What follows belongs to an exercise in optimizing a design on an open flow for small area and a short achievable clock period; a production flow would make more cautious choices.
RTL that was checked went through simulation tests only; none was proved equivalent to the original.

==> job 951: inputs <==
==> flow/design.v (excerpt) <==
module layer_blend #(
    parameter logic [23:0] BG_RGB    = 24'h000000,
    parameter logic        SYNC_IDLE = 1'b1
) (
    input  logic        clk,
    input  logic        rst,
    input  logic [31:0] color_rgba_top,
    input  logic [31:0] color_rgba_mid,
    input  logic [31:0] color_rgba_bot,
    input  logic        bright_in,
    input  logic        hsync_in,
    input  logic        vsync_in,
    output logic [23:0] rgb_out,
    output logic        bright_out,
    output logic        hsync_out,
    output logic        vsync_out
);
    logic [23:0] s1_hx_n_r, s1_hy_n_r;    
    logic [2:0]  s1_k_n_r;
    logic [23:0] mid_rgb_n_r;             
    logic [7:0]  mid_a_r;
    logic [31:0] top_d1_r;
    logic [23:0] s2_hx_r, s2_hy_r;        
    logic [2:0]  s2_k_r;
    logic [31:0] top_d2_r;
    logic [23:0] s3_hx_n_r, s3_hy_n_r;    
    logic [2:0]  s3_k_n_r;
    logic [1:0]  bright_sr_r;
    logic [1:0]  hsync_sr_r;
    logic [1:0]  vsync_sr_r;
    logic [23:0] hx1_n, hy1_n, hx2, hy2, hx3_n, hy3_n;
    logic [2:0]  k1_n, k2, k3_n;
    logic [23:0] c1_n, c2, c3_n;
    always_comb begin
        for (int ch = 0; ch < 3; ch++) begin
  ...
clock: 8.0 ns
lec_check: 0
cap_margin: 20
core_margin: 2
core_utilization: 40
cts_buf_list: sky130_fd_sc_hd__clkbuf_4
setup_slack_margin: 3.5
slew_margin: 20
standard.sh (not shown) runs the stock make flow with config.mk's settings and CLKGATE_MAP_FILE= SYNTH_SCRIPT=/design/flow/synth_recipe.tcl, a recipe that flattens the netlist after the stock synthesis.
==> flow/flow/run.sh <==
#!/bin/bash
set -euo pipefail
extra=()
if [[ -f flow/make.args ]]; then
  while IFS= read -r line; do [[ -n "$line" ]] && extra+=("$line"); done < flow/make.args
fi
bash standard.sh SYNTH_CANONICALIZE_TCL="$PWD/flow/leafmap.tcl" "${extra[@]}" finish > make.log 2>&1
==> flow/flow/leafmap.tcl <==
# Replace the design's leaf modules (full adders, inverted mux bits) by their cells.
techmap -map [file dirname [info script]]/leafmap.v
hierarchy -check -top $::env(DESIGN_NAME)
==> flow/flow/leafmap.v <==
// Map the design's leaf modules one-to-one onto sky130hd cells.
module lb_fa (input wire a, input wire b, input wire c, output wire s, output wire co);
    sky130_fd_sc_hd__fa_1 _TECHMAP_REPLACE_ (.A(a), .B(b), .CIN(c), .SUM(s), .COUT(co));
endmodule

module lb_ha (input wire a, input wire b, output wire s, output wire co);
    sky130_fd_sc_hd__ha_1 _TECHMAP_REPLACE_ (.A(a), .B(b), .SUM(s), .COUT(co));
endmodule

module lb_han (input wire a, input wire b, output wire s, output wire co);
    sky130_fd_sc_hd__xnor2_1 x (.A(a), .B(b), .Y(s));
    sky130_fd_sc_hd__or2_1 o (.A(a), .B(b), .X(co));
endmodule

module lb_mx (input wire sn, input wire f, input wire s, input wire b, output wire y);
    sky130_fd_sc_hd__o22ai_1 _TECHMAP_REPLACE_ (.A1(sn), .A2(f), .B1(s), .B2(b), .Y(y));
endmodule

module lb_nd (input wire a, input wire b, output wire y);
    sky130_fd_sc_hd__nand2_1 _TECHMAP_REPLACE_ (.A(a), .B(b), .Y(y));
endmodule
==> flow/flow/make.args <==
BUFFER_PORTS_ARGS=-buffer_cell sky130_fd_sc_hd__buf_1
==> job 975 (differences from job 951) <==
==> flow/flow/run.sh (replaced) <==
#!/bin/bash
set -euo pipefail
bash standard.sh SYNTH_CANONICALIZE_TCL="$PWD/flow/leafmap.tcl" finish > make.log 2>&1
--- a/flow/config.mk
+++ b/flow/config.mk
@@ -8,6 +8,5 @@
 export CAP_MARGIN = 20
 export CORE_MARGIN = 2
 export CORE_UTILIZATION = 40
-export CTS_BUF_LIST = sky130_fd_sc_hd__clkbuf_4
-export SETUP_SLACK_MARGIN = 3.5
+export SETUP_SLACK_MARGIN = 3.0
 export SLEW_MARGIN = 20
removed: flow/flow/make.args
==> comparison table <==
item                                                          job 951            job 975
Run status                                   timing/DRC/antenna clean  timing/DRC/antenna clean
Crit. path cell count                                              13                 11
Crit. Startpoint                                           s2_hx_r[1]  color_rgba_bot[7]
Beginning of the worst hold path                          top_d1_r[3]       top_d1_r[10]
Met3 GRT Util                                                   4.55%              4.02%
Insertion delay to the later sink of the worst-skew pair      0.76 ns            0.57 ns
Placed Instances                                                 2703               2706
Critical-path maximum fanout                                        5                 28
Worst Slack Setup Final                                       3.53 ns            3.14 ns
Met2 track demand over resource in global routing               32.5%              33.1%
Worst rel slew slack                                            29.3%              24.4%
Crit path buf inv count                                             0                  2
Number of nets in the finished design                            2726               2638
Worst Tran Pin Value                                          1.06 ns            1.12 ns
Via Count                                                       16.7k              16.1k
No functional check of the RTL was part of any run of this note.

==> inputs of 01-16 <==
Another version of the RTL of layer_blend (not shown whole).
## layer_blend
module layer_blend #(
    parameter logic [23:0] BG_RGB    = 24'h000000,
    parameter logic        SYNC_IDLE = 1'b1
) (
    input  logic        clk,
    input  logic        rst,
    input  logic [31:0] color_rgba_top,
    input  logic [31:0] color_rgba_mid,
    input  logic [31:0] color_rgba_bot,
    input  logic        bright_in,
    input  logic        hsync_in,
    input  logic        vsync_in,
    output logic [23:0] rgb_out,
    output logic        bright_out,
    output logic        hsync_out,
    output logic        vsync_out
);
export LEC_CHECK = 0
export CAP_MARGIN = 20
export CORE_MARGIN = 2
export CORE_UTILIZATION = 60
export CTS_BUF_LIST = sky130_fd_sc_hd__clkbuf_8
export CTS_CLUSTER_DIAMETER = 60
export CTS_CLUSTER_SIZE = 20
export SETUP_SLACK_MARGIN = 4.1
export SLEW_MARGIN = 20
create_clock -name core_clock -period 8.0 [get_ports {clk}]
==> flow/flow/run.sh <==
#!/bin/bash
set -euo pipefail
extra=()
if [[ -f flow/make.args ]]; then
  while IFS= read -r line; do [[ -n "$line" ]] && extra+=("$line"); done < flow/make.args
fi
bash standard.sh SYNTH_CANONICALIZE_TCL="$PWD/flow/leafmap.tcl" "${extra[@]}" finish > make.log 2>&1
==> flow/flow/leafmap.v <==
// Map the design's leaf modules one-to-one onto sky130hd cells.
module lb_fa (input wire a, input wire b, input wire c, output wire s, output wire co);
    sky130_fd_sc_hd__fa_1 _TECHMAP_REPLACE_ (.A(a), .B(b), .CIN(c), .SUM(s), .COUT(co));
endmodule

module lb_ha (input wire a, input wire b, output wire s, output wire co);
    sky130_fd_sc_hd__ha_1 _TECHMAP_REPLACE_ (.A(a), .B(b), .SUM(s), .COUT(co));
endmodule

module lb_han (input wire a, input wire b, output wire s, output wire co);
    sky130_fd_sc_hd__xnor2_1 x (.A(a), .B(b), .Y(s));
    sky130_fd_sc_hd__or2_1 o (.A(a), .B(b), .X(co));
endmodule

module lb_mx (input wire sn, input wire f, input wire s, input wire b, output wire y);
    sky130_fd_sc_hd__o22ai_1 _TECHMAP_REPLACE_ (.A1(sn), .A2(f), .B1(s), .B2(b), .Y(y));
endmodule

module lb_nd (input wire a, input wire b, output wire y);
    sky130_fd_sc_hd__nand2_1 _TECHMAP_REPLACE_ (.A(a), .B(b), .Y(y));
endmodule

module lb_a21oi (input wire a1, input wire a2, input wire b1, output wire y);
    sky130_fd_sc_hd__a21oi_1 _TECHMAP_REPLACE_ (.A1(a1), .A2(a2), .B1(b1), .Y(y));
endmodule

module lb_o21ai (input wire a1, input wire a2, input wire b1, output wire y);
    sky130_fd_sc_hd__o21ai_0 _TECHMAP_REPLACE_ (.A1(a1), .A2(a2), .B1(b1), .Y(y));
endmodule

module lb_nand2 (input wire a, input wire b, output wire y);
    sky130_fd_sc_hd__nand2_1 _TECHMAP_REPLACE_ (.A(a), .B(b), .Y(y));
endmodule

module lb_nor2 (input wire a, input wire b, output wire y);
    sky130_fd_sc_hd__nor2_1 _TECHMAP_REPLACE_ (.A(a), .B(b), .Y(y));
endmodule

module lb_inv (input wire a, output wire y);
    sky130_fd_sc_hd__inv_1 _TECHMAP_REPLACE_ (.A(a), .Y(y));
endmodule

module lb_xor2 (input wire a, input wire b, output wire y);
    sky130_fd_sc_hd__xor2_1 _TECHMAP_REPLACE_ (.A(a), .B(b), .X(y));
endmodule

module lb_xnor2 (input wire a, input wire b, output wire y);
    sky130_fd_sc_hd__xnor2_1 _TECHMAP_REPLACE_ (.A(a), .B(b), .Y(y));
endmodule

module lb_maj (input wire a, input wire b, input wire c, output wire y);
    sky130_fd_sc_hd__maj3_1 _TECHMAP_REPLACE_ (.A(a), .B(b), .C(c), .X(y));
endmodule

module lb_and2 (input wire a, input wire b, output wire y);
    sky130_fd_sc_hd__and2_1 _TECHMAP_REPLACE_ (.A(a), .B(b), .X(y));
endmodule

module lb_or2 (input wire a, input wire b, output wire y);
    sky130_fd_sc_hd__or2_1 _TECHMAP_REPLACE_ (.A(a), .B(b), .X(y));
endmodule
Scripts as last shown in full above: flow/flow/leafmap.tcl
Other scripts of this flow, unchanged in this note and not shown: flow/flow/make.args
==> 06-22 (differences from 01-16) <==
--- a/flow/design.v
+++ b/flow/design.v
@@ -1717,25 +1717,53 @@
     lb_fa u_w91 (.a(w47), .b(w66), .c(w67), .s(w91), .co(w92));
     wire w93, w94;
     lb_fa u_w93 (.a(w48), .b(w69), .c(w68), .s(w93), .co(w94));
     wire w95, w96;
     lb_fa u_w95 (.a(w50), .b(w71), .c(w70), .s(w95), .co(w96));
     wire w97, w98;
     lb_fa u_w97 (.a(pp6_7), .b(pp7_6), .c(w72), .s(w97), .co(w98));
-    wire [8:0] cy;
-    assign cy[0] = 1'b0;
-    assign cy[1] = (~pp0_0 & ~pp7_0) | ((~pp0_0 | ~pp7_0) & cy[0]);
-    assign cy[2] = (~w73 & ~pp7_1) | ((~w73 | ~pp7_1) & cy[1]);
-    assign cy[3] = (~w74 & ~w75) | ((~w74 | ~w75) & cy[2]);
-    assign cy[4] = (~w76 & ~w77) | ((~w76 | ~w77) & cy[3]);
-    assign cy[5] = (~w78 & ~w79) | ((~w78 | ~w79) & cy[4]);
-    assign cy[6] = (~w80 & ~w81) | ((~w80 | ~w81) & cy[5]);
-    assign cy[7] = (~w82 & ~w83) | ((~w82 | ~w83) & cy[6]);
-    assign cy[8] = (~w84 & ~w85) | ((~w84 | ~w85) & cy[7]);
-    assign k = {w82, w83, ~cy[6], w84, w85};
+    wire lc1;
+    lb_nand2 u_lc1 (.a(w73), .b(pp7_1), .y(lc1));
+    wire lc2;
+    lb_nand2 u_lc2 (.a(w74), .b(w75), .y(lc2));
+    wire lc3;
+    lb_nand2 u_lc3 (.a(w76), .b(w77), .y(lc3));
+    wire lc4;
+    lb_nand2 u_lc4 (.a(w78), .b(w79), .y(lc4));
+    wire lc5;
+    lb_nand2 u_lc5 (.a(w80), .b(w81), .y(lc5));
+    wire lc6;
+    lb_nor2 u_lc6 (.a(w73), .b(pp7_1), .y(lc6));
+    wire lc7;
+    lb_nor2 u_lc7 (.a(w74), .b(w75), .y(lc7));
+    wire lc8;
+    lb_nor2 u_lc8 (.a(w76), .b(w77), .y(lc8));
+    wire lc9;
+    lb_nor2 u_lc9 (.a(w78), .b(w79), .y(lc9));
+    wire lc10;
+    lb_nor2 u_lc10 (.a(w80), .b(w81), .y(lc10));
+    wire lc11;
+    lb_nor2 u_lc11 (.a(pp0_0), .b(pp7_0), .y(lc11));
+    wire lc12;
+    lb_o21ai u_lc12 (.a1(lc6), .a2(lc11), .b1(lc1), .y(lc12));
+    wire lc13;
+    lb_inv u_lc13 (.a(lc2), .y(lc13));
+    wire lc14;
+    lb_inv u_lc14 (.a(lc7), .y(lc14));
+    wire lc15;
+    lb_a21oi u_lc15 (.a1(lc14), .a2(lc12), .b1(lc13), .y(lc15));
+    wire lc16;
+    lb_o21ai u_lc16 (.a1(lc8), .a2(lc15), .b1(lc3), .y(lc16));
+    wire lc17;
+    lb_o21ai u_lc17 (.a1(lc10), .a2(lc4), .b1(lc5), .y(lc17));
+    wire lc18;
+    lb_nor2 u_lc18 (.a(lc10), .b(lc9), .y(lc18));
+    wire lc19;
+    lb_a21o u_lc19 (.a1(lc18), .a2(lc16), .b1(lc17), .y(lc19));
+    assign k = {w82, w83, lc19, w84, w85};
     assign hx = {1'b1, w98, w96, w94, w92, w90, w88, w86};
     assign hy = {1'b1, pp7_7, w97, w95, w93, w91, w89, w87};
 endmodule
 module lb_rows_mux_p (
     input wire [7:0] f, input wire [7:0] b, input wire [7:0] a, input wire [7:0] an,
     output wire [7:0] hx, output wire [7:0] hy, output wire [4:0] k
 );
@@ -1961,25 +1989,53 @@
     lb_fa u_w91 (.a(w47), .b(w66), .c(w67), .s(w91), .co(w92));
     wire w93, w94;
     lb_fa u_w93 (.a(w48), .b(w69), .c(w68), .s(w93), .co(w94));
     wire w95, w96;
     lb_fa u_w95 (.a(w50), .b(w71), .c(w70), .s(w95), .co(w96));
     wire w97, w98;
     lb_fa u_w97 (.a(pp6_7), .b(pp7_6), .c(w72), .s(w97), .co(w98));
-    wire [8:0] cy;
-    assign cy[0] = 1'b0;
-    assign cy[1] = (pp0_0 & pp7_0) | ((pp0_0 | pp7_0) & cy[0]);
-    assign cy[2] = (w73 & pp7_1) | ((w73 | pp7_1) & cy[1]);
-    assign cy[3] = (w74 & w75) | ((w74 | w75) & cy[2]);
-    assign cy[4] = (w76 & w77) | ((w76 | w77) & cy[3]);
-    assign cy[5] = (w78 & w79) | ((w78 | w79) & cy[4]);
-    assign cy[6] = (w80 & w81) | ((w80 | w81) & cy[5]);
-    assign cy[7] = (w82 & w83) | ((w82 | w83) & cy[6]);
-    assign cy[8] = (w84 & w85) | ((w84 | w85) & cy[7]);
-    assign k = {w82, w83, cy[6], w84, w85};
+    wire lc1;
+    lb_nand2 u_lc1 (.a(w73), .b(pp7_1), .y(lc1));
+    wire lc2;
+    lb_nand2 u_lc2 (.a(w74), .b(w75), .y(lc2));
+    wire lc3;
+    lb_nand2 u_lc3 (.a(w76), .b(w77), .y(lc3));
+    wire lc4;
+    lb_nand2 u_lc4 (.a(w78), .b(w79), .y(lc4));
+    wire lc5;
+    lb_nand2 u_lc5 (.a(w80), .b(w81), .y(lc5));
+    wire lc6;
+    lb_nor2 u_lc6 (.a(w73), .b(pp7_1), .y(lc6));
+    wire lc7;
+    lb_nor2 u_lc7 (.a(w74), .b(w75), .y(lc7));
+    wire lc8;
+    lb_nor2 u_lc8 (.a(w76), .b(w77), .y(lc8));
+    wire lc9;
+    lb_nor2 u_lc9 (.a(w78), .b(w79), .y(lc9));
+    wire lc10;
+    lb_nor2 u_lc10 (.a(w80), .b(w81), .y(lc10));
+    wire lc11;
+    lb_nand2 u_lc11 (.a(pp0_0), .b(pp7_0), .y(lc11));
+    wire lc12;
+    lb_o21ai u_lc12 (.a1(lc6), .a2(lc11), .b1(lc1), .y(lc12));
+    wire lc13;
+    lb_inv u_lc13 (.a(lc2), .y(lc13));
+    wire lc14;
+    lb_inv u_lc14 (.a(lc7), .y(lc14));
+    wire lc15;
+    lb_a21oi u_lc15 (.a1(lc14), .a2(lc12), .b1(lc13), .y(lc15));
+    wire lc16;
+    lb_o21ai u_lc16 (.a1(lc8), .a2(lc15), .b1(lc3), .y(lc16));
+    wire lc17;
+    lb_o21ai u_lc17 (.a1(lc10), .a2(lc4), .b1(lc5), .y(lc17));
+    wire lc18;
+    lb_nor2 u_lc18 (.a(lc10), .b(lc9), .y(lc18));
+    wire lc19;
+    lb_a21o u_lc19 (.a1(lc18), .a2(lc16), .b1(lc17), .y(lc19));
+    assign k = {w82, w83, lc19, w84, w85};
     assign hx = {1'b0, w98, w96, w94, w92, w90, w88, w86};
     assign hy = {1'b0, pp7_7, w97, w95, w93, w91, w89, w87};
 endmodule
 module lb_rows_mux_n (
     input wire [7:0] f, input wire [7:0] b, input wire [7:0] a, input wire [7:0] an,
     output wire [7:0] hx, output wire [7:0] hy, output wire [4:0] k
 );
@@ -2205,25 +2261,53 @@
     lb_fa u_w91 (.a(w47), .b(w66), .c(w67), .s(w91), .co(w92));
     wire w93, w94;
     lb_fa u_w93 (.a(w48), .b(w69), .c(w68), .s(w93), .co(w94));
     wire w95, w96;
     lb_fa u_w95 (.a(w50), .b(w71), .c(w70), .s(w95), .co(w96));
     wire w97, w98;
     lb_fa u_w97 (.a(pp6_7), .b(pp7_6), .c(w72), .s(w97), .co(w98));
-    wire [8:0] cy;
-    assign cy[0] = 1'b0;
-    assign cy[1] = (~pp0_0 & ~pp7_0) | ((~pp0_0 | ~pp7_0) & cy[0]);
-    assign cy[2] = (~w73 & ~pp7_1) | ((~w73 | ~pp7_1) & cy[1]);
-    assign cy[3] = (~w74 & ~w75) | ((~w74 | ~w75) & cy[2]);
-    assign cy[4] = (~w76 & ~w77) | ((~w76 | ~w77) & cy[3]);
-    assign cy[5] = (~w78 & ~w79) | ((~w78 | ~w79) & cy[4]);
-    assign cy[6] = (~w80 & ~w81) | ((~w80 | ~w81) & cy[5]);
-    assign cy[7] = (~w82 & ~w83) | ((~w82 | ~w83) & cy[6]);
-    assign cy[8] = (~w84 & ~w85) | ((~w84 | ~w85) & cy[7]);
-    assign k = {w82, w83, ~cy[6], w84, w85};
+    wire lc1;
+    lb_nand2 u_lc1 (.a(w73), .b(pp7_1), .y(lc1));
+    wire lc2;
+    lb_nand2 u_lc2 (.a(w74), .b(w75), .y(lc2));
+    wire lc3;
+    lb_nand2 u_lc3 (.a(w76), .b(w77), .y(lc3));
+    wire lc4;
+    lb_nand2 u_lc4 (.a(w78), .b(w79), .y(lc4));
+    wire lc5;
+    lb_nand2 u_lc5 (.a(w80), .b(w81), .y(lc5));
+    wire lc6;
+    lb_nor2 u_lc6 (.a(w73), .b(pp7_1), .y(lc6));
+    wire lc7;
+    lb_nor2 u_lc7 (.a(w74), .b(w75), .y(lc7));
+    wire lc8;
+    lb_nor2 u_lc8 (.a(w76), .b(w77), .y(lc8));
+    wire lc9;
+    lb_nor2 u_lc9 (.a(w78), .b(w79), .y(lc9));
+    wire lc10;
+    lb_nor2 u_lc10 (.a(w80), .b(w81), .y(lc10));
+    wire lc11;
+    lb_nor2 u_lc11 (.a(pp0_0), .b(pp7_0), .y(lc11));
+    wire lc12;
+    lb_o21ai u_lc12 (.a1(lc6), .a2(lc11), .b1(lc1), .y(lc12));
+    wire lc13;
+    lb_inv u_lc13 (.a(lc2), .y(lc13));
+    wire lc14;
+    lb_inv u_lc14 (.a(lc7), .y(lc14));
+    wire lc15;
+    lb_a21oi u_lc15 (.a1(lc14), .a2(lc12), .b1(lc13), .y(lc15));
+    wire lc16;
+    lb_o21ai u_lc16 (.a1(lc8), .a2(lc15), .b1(lc3), .y(lc16));
+    wire lc17;
+    lb_o21ai u_lc17 (.a1(lc10), .a2(lc4), .b1(lc5), .y(lc17));
+    wire lc18;
+    lb_nor2 u_lc18 (.a(lc10), .b(lc9), .y(lc18));
+    wire lc19;
+    lb_a21o u_lc19 (.a1(lc18), .a2(lc16), .b1(lc17), .y(lc19));
+    assign k = {w82, w83, lc19, w84, w85};
     assign hx = {1'b1, w98, w96, w94, w92, w90, w88, w86};
     assign hy = {1'b1, pp7_7, w97, w95, w93, w91, w89, w87};
 endmodule
 module lb_fa (input wire a, input wire b, input wire c, output wire s, output wire co);
     assign s  = a ^ b ^ c;
     assign co = (a & b) | (a & c) | (b & c);
 endmodule
@@ -2234,14 +2318,17 @@
 module lb_han (input wire a, input wire b, output wire s, output wire co);
     assign s  = ~(a ^ b);
     assign co = a | b;
 endmodule
 module lb_mx (input wire sn, input wire f, input wire s, input wire b, output wire y);
     assign y = ~((sn | f) & (s | b));
 endmodule
+module lb_a21o (input wire a1, input wire a2, input wire b1, output wire y);
+    assign y = (a1 & a2) | b1;
+endmodule
 module lb_and2 (input wire a, input wire b, output wire y);
     assign y = a & b;
 endmodule
 module lb_or2 (input wire a, input wire b, output wire y);
     assign y = a | b;
 endmodule
 module lb_maj (input wire a, input wire b, input wire c, output wire y);
--- a/flow/flow/leafmap.v
+++ b/flow/flow/leafmap.v
@@ -55,7 +55,11 @@
 module lb_and2 (input wire a, input wire b, output wire y);
     sky130_fd_sc_hd__and2_1 _TECHMAP_REPLACE_ (.A(a), .B(b), .X(y));
 endmodule
 
 module lb_or2 (input wire a, input wire b, output wire y);
     sky130_fd_sc_hd__or2_1 _TECHMAP_REPLACE_ (.A(a), .B(b), .X(y));
 endmodule
+
+module lb_a21o (input wire a1, input wire a2, input wire b1, output wire y);
+    sky130_fd_sc_hd__a21o_1 _TECHMAP_REPLACE_ (.A1(a1), .A2(a2), .B1(b1), .X(y));
+endmodule
--- a/flow/config.mk
+++ b/flow/config.mk
@@ -7,9 +7,9 @@
 export LEC_CHECK = 0
 export CAP_MARGIN = 20
 export CORE_MARGIN = 2
 export CORE_UTILIZATION = 60
 export CTS_BUF_LIST = sky130_fd_sc_hd__clkbuf_8
 export CTS_CLUSTER_DIAMETER = 60
 export CTS_CLUSTER_SIZE = 20
-export SETUP_SLACK_MARGIN = 4.1
+export SETUP_SLACK_MARGIN = 4.0
 export SLEW_MARGIN = 20
==> summary of the runs <==
- Worst hold slack: 06-22 is higher than 01-16 (3.1 ps).
- In flip-flop and latch count, 06-22 and 01-16 do not differ.
- In worst setup slack, 01-16 and 06-22 hardly differ.
- Of 06-22 and 01-16, 06-22 has the higher critical path depth (gap 2).
- Fmax is about the same in 01-16 and 06-22.
- Of 06-22 and 01-16, 06-22 has the higher synthesized cell count (gap 4.8%, measured against 01-16).
- 06-22 finished clean. 01-16 completed without violations.
==> figures <==
quantity	06-22	01-16
Status	timing/DRC/antenna clean	timing/DRC/antenna clean
Crit path to	rgb_out[13]	s2_hy_r[16]$_DFF_P_
Share of layout cells above drive strength 1	0.0632	0.0883
Terminating pin of the worst hold path	top_d2_r[1]$_DFF_P_	top_d2_r[9]$_DFF_P_
Global routing met2 resource utilization	0.490	0.516
R2R Path Start	s2_hx_r[8]$_DFF_P_	mid_a_r[2]$_DFF_P_
Synthesized net count	2753	2649
Non-clock inverter count in the final layout	109	91
Clkbuf count	27	28
Peak Freq	0.259 GHz	0.259 GHz
DRT Wirelength	54.8 mm	58.3 mm
FF-to-FF End	s3_hy_n_r[8]$_DFF_P_	s2_hy_r[16]$_DFF_P_
Area share of xor/xnor cells in the synthesized design	0.0678	0.0685
Worst-case reg-to-reg path depth	11	6
Via count of the first global-routing pass	18300	18700
Final design instance area without fill	24000 µm²	24200 µm²
CP Buf/Inv Count	2	1
Unrepaired setup endpoints after global routing	no	yes
Combined area of all synthesized cells	21700 µm²	21500 µm²
Global-route wire length before repair	90.2 mm	94.2 mm

what the ideal ports hide:
In the flow no input, the clock included, has a driving cell. The finished layouts below were timed again as built, in two steps.
Step 1: set_driving_cell puts a clkbuf_16 on clk and a buf_2 on each other input, an assumption about the parent block.
Step 2 also shifts input and output timing later by t, the mid clock arrival at the registers, as if the neighbouring blocks saw the same clock.
Three values: ideal, step 1, step 2; two values: the first two.
run | t, ns | setup slack, ns | worst slew at a driven data input, ns
job 951 | 0.786 | 3.530 / 3.530 / 3.009 | 0.04
job 975 | 0.615 | 3.140 / 3.171 / 2.557 | 0.05
01-16 | 0.660 | 4.141 / 4.141 / 3.684 | 0.05
06-22 | 0.660 | 4.141 / 4.088 / 3.806 | 0.06
After both steps every run listed still meets setup and hold. For job 975, which loses most, drivers alone change the setup slack by +0.031 ns; drivers and shift together by -0.583 ns.
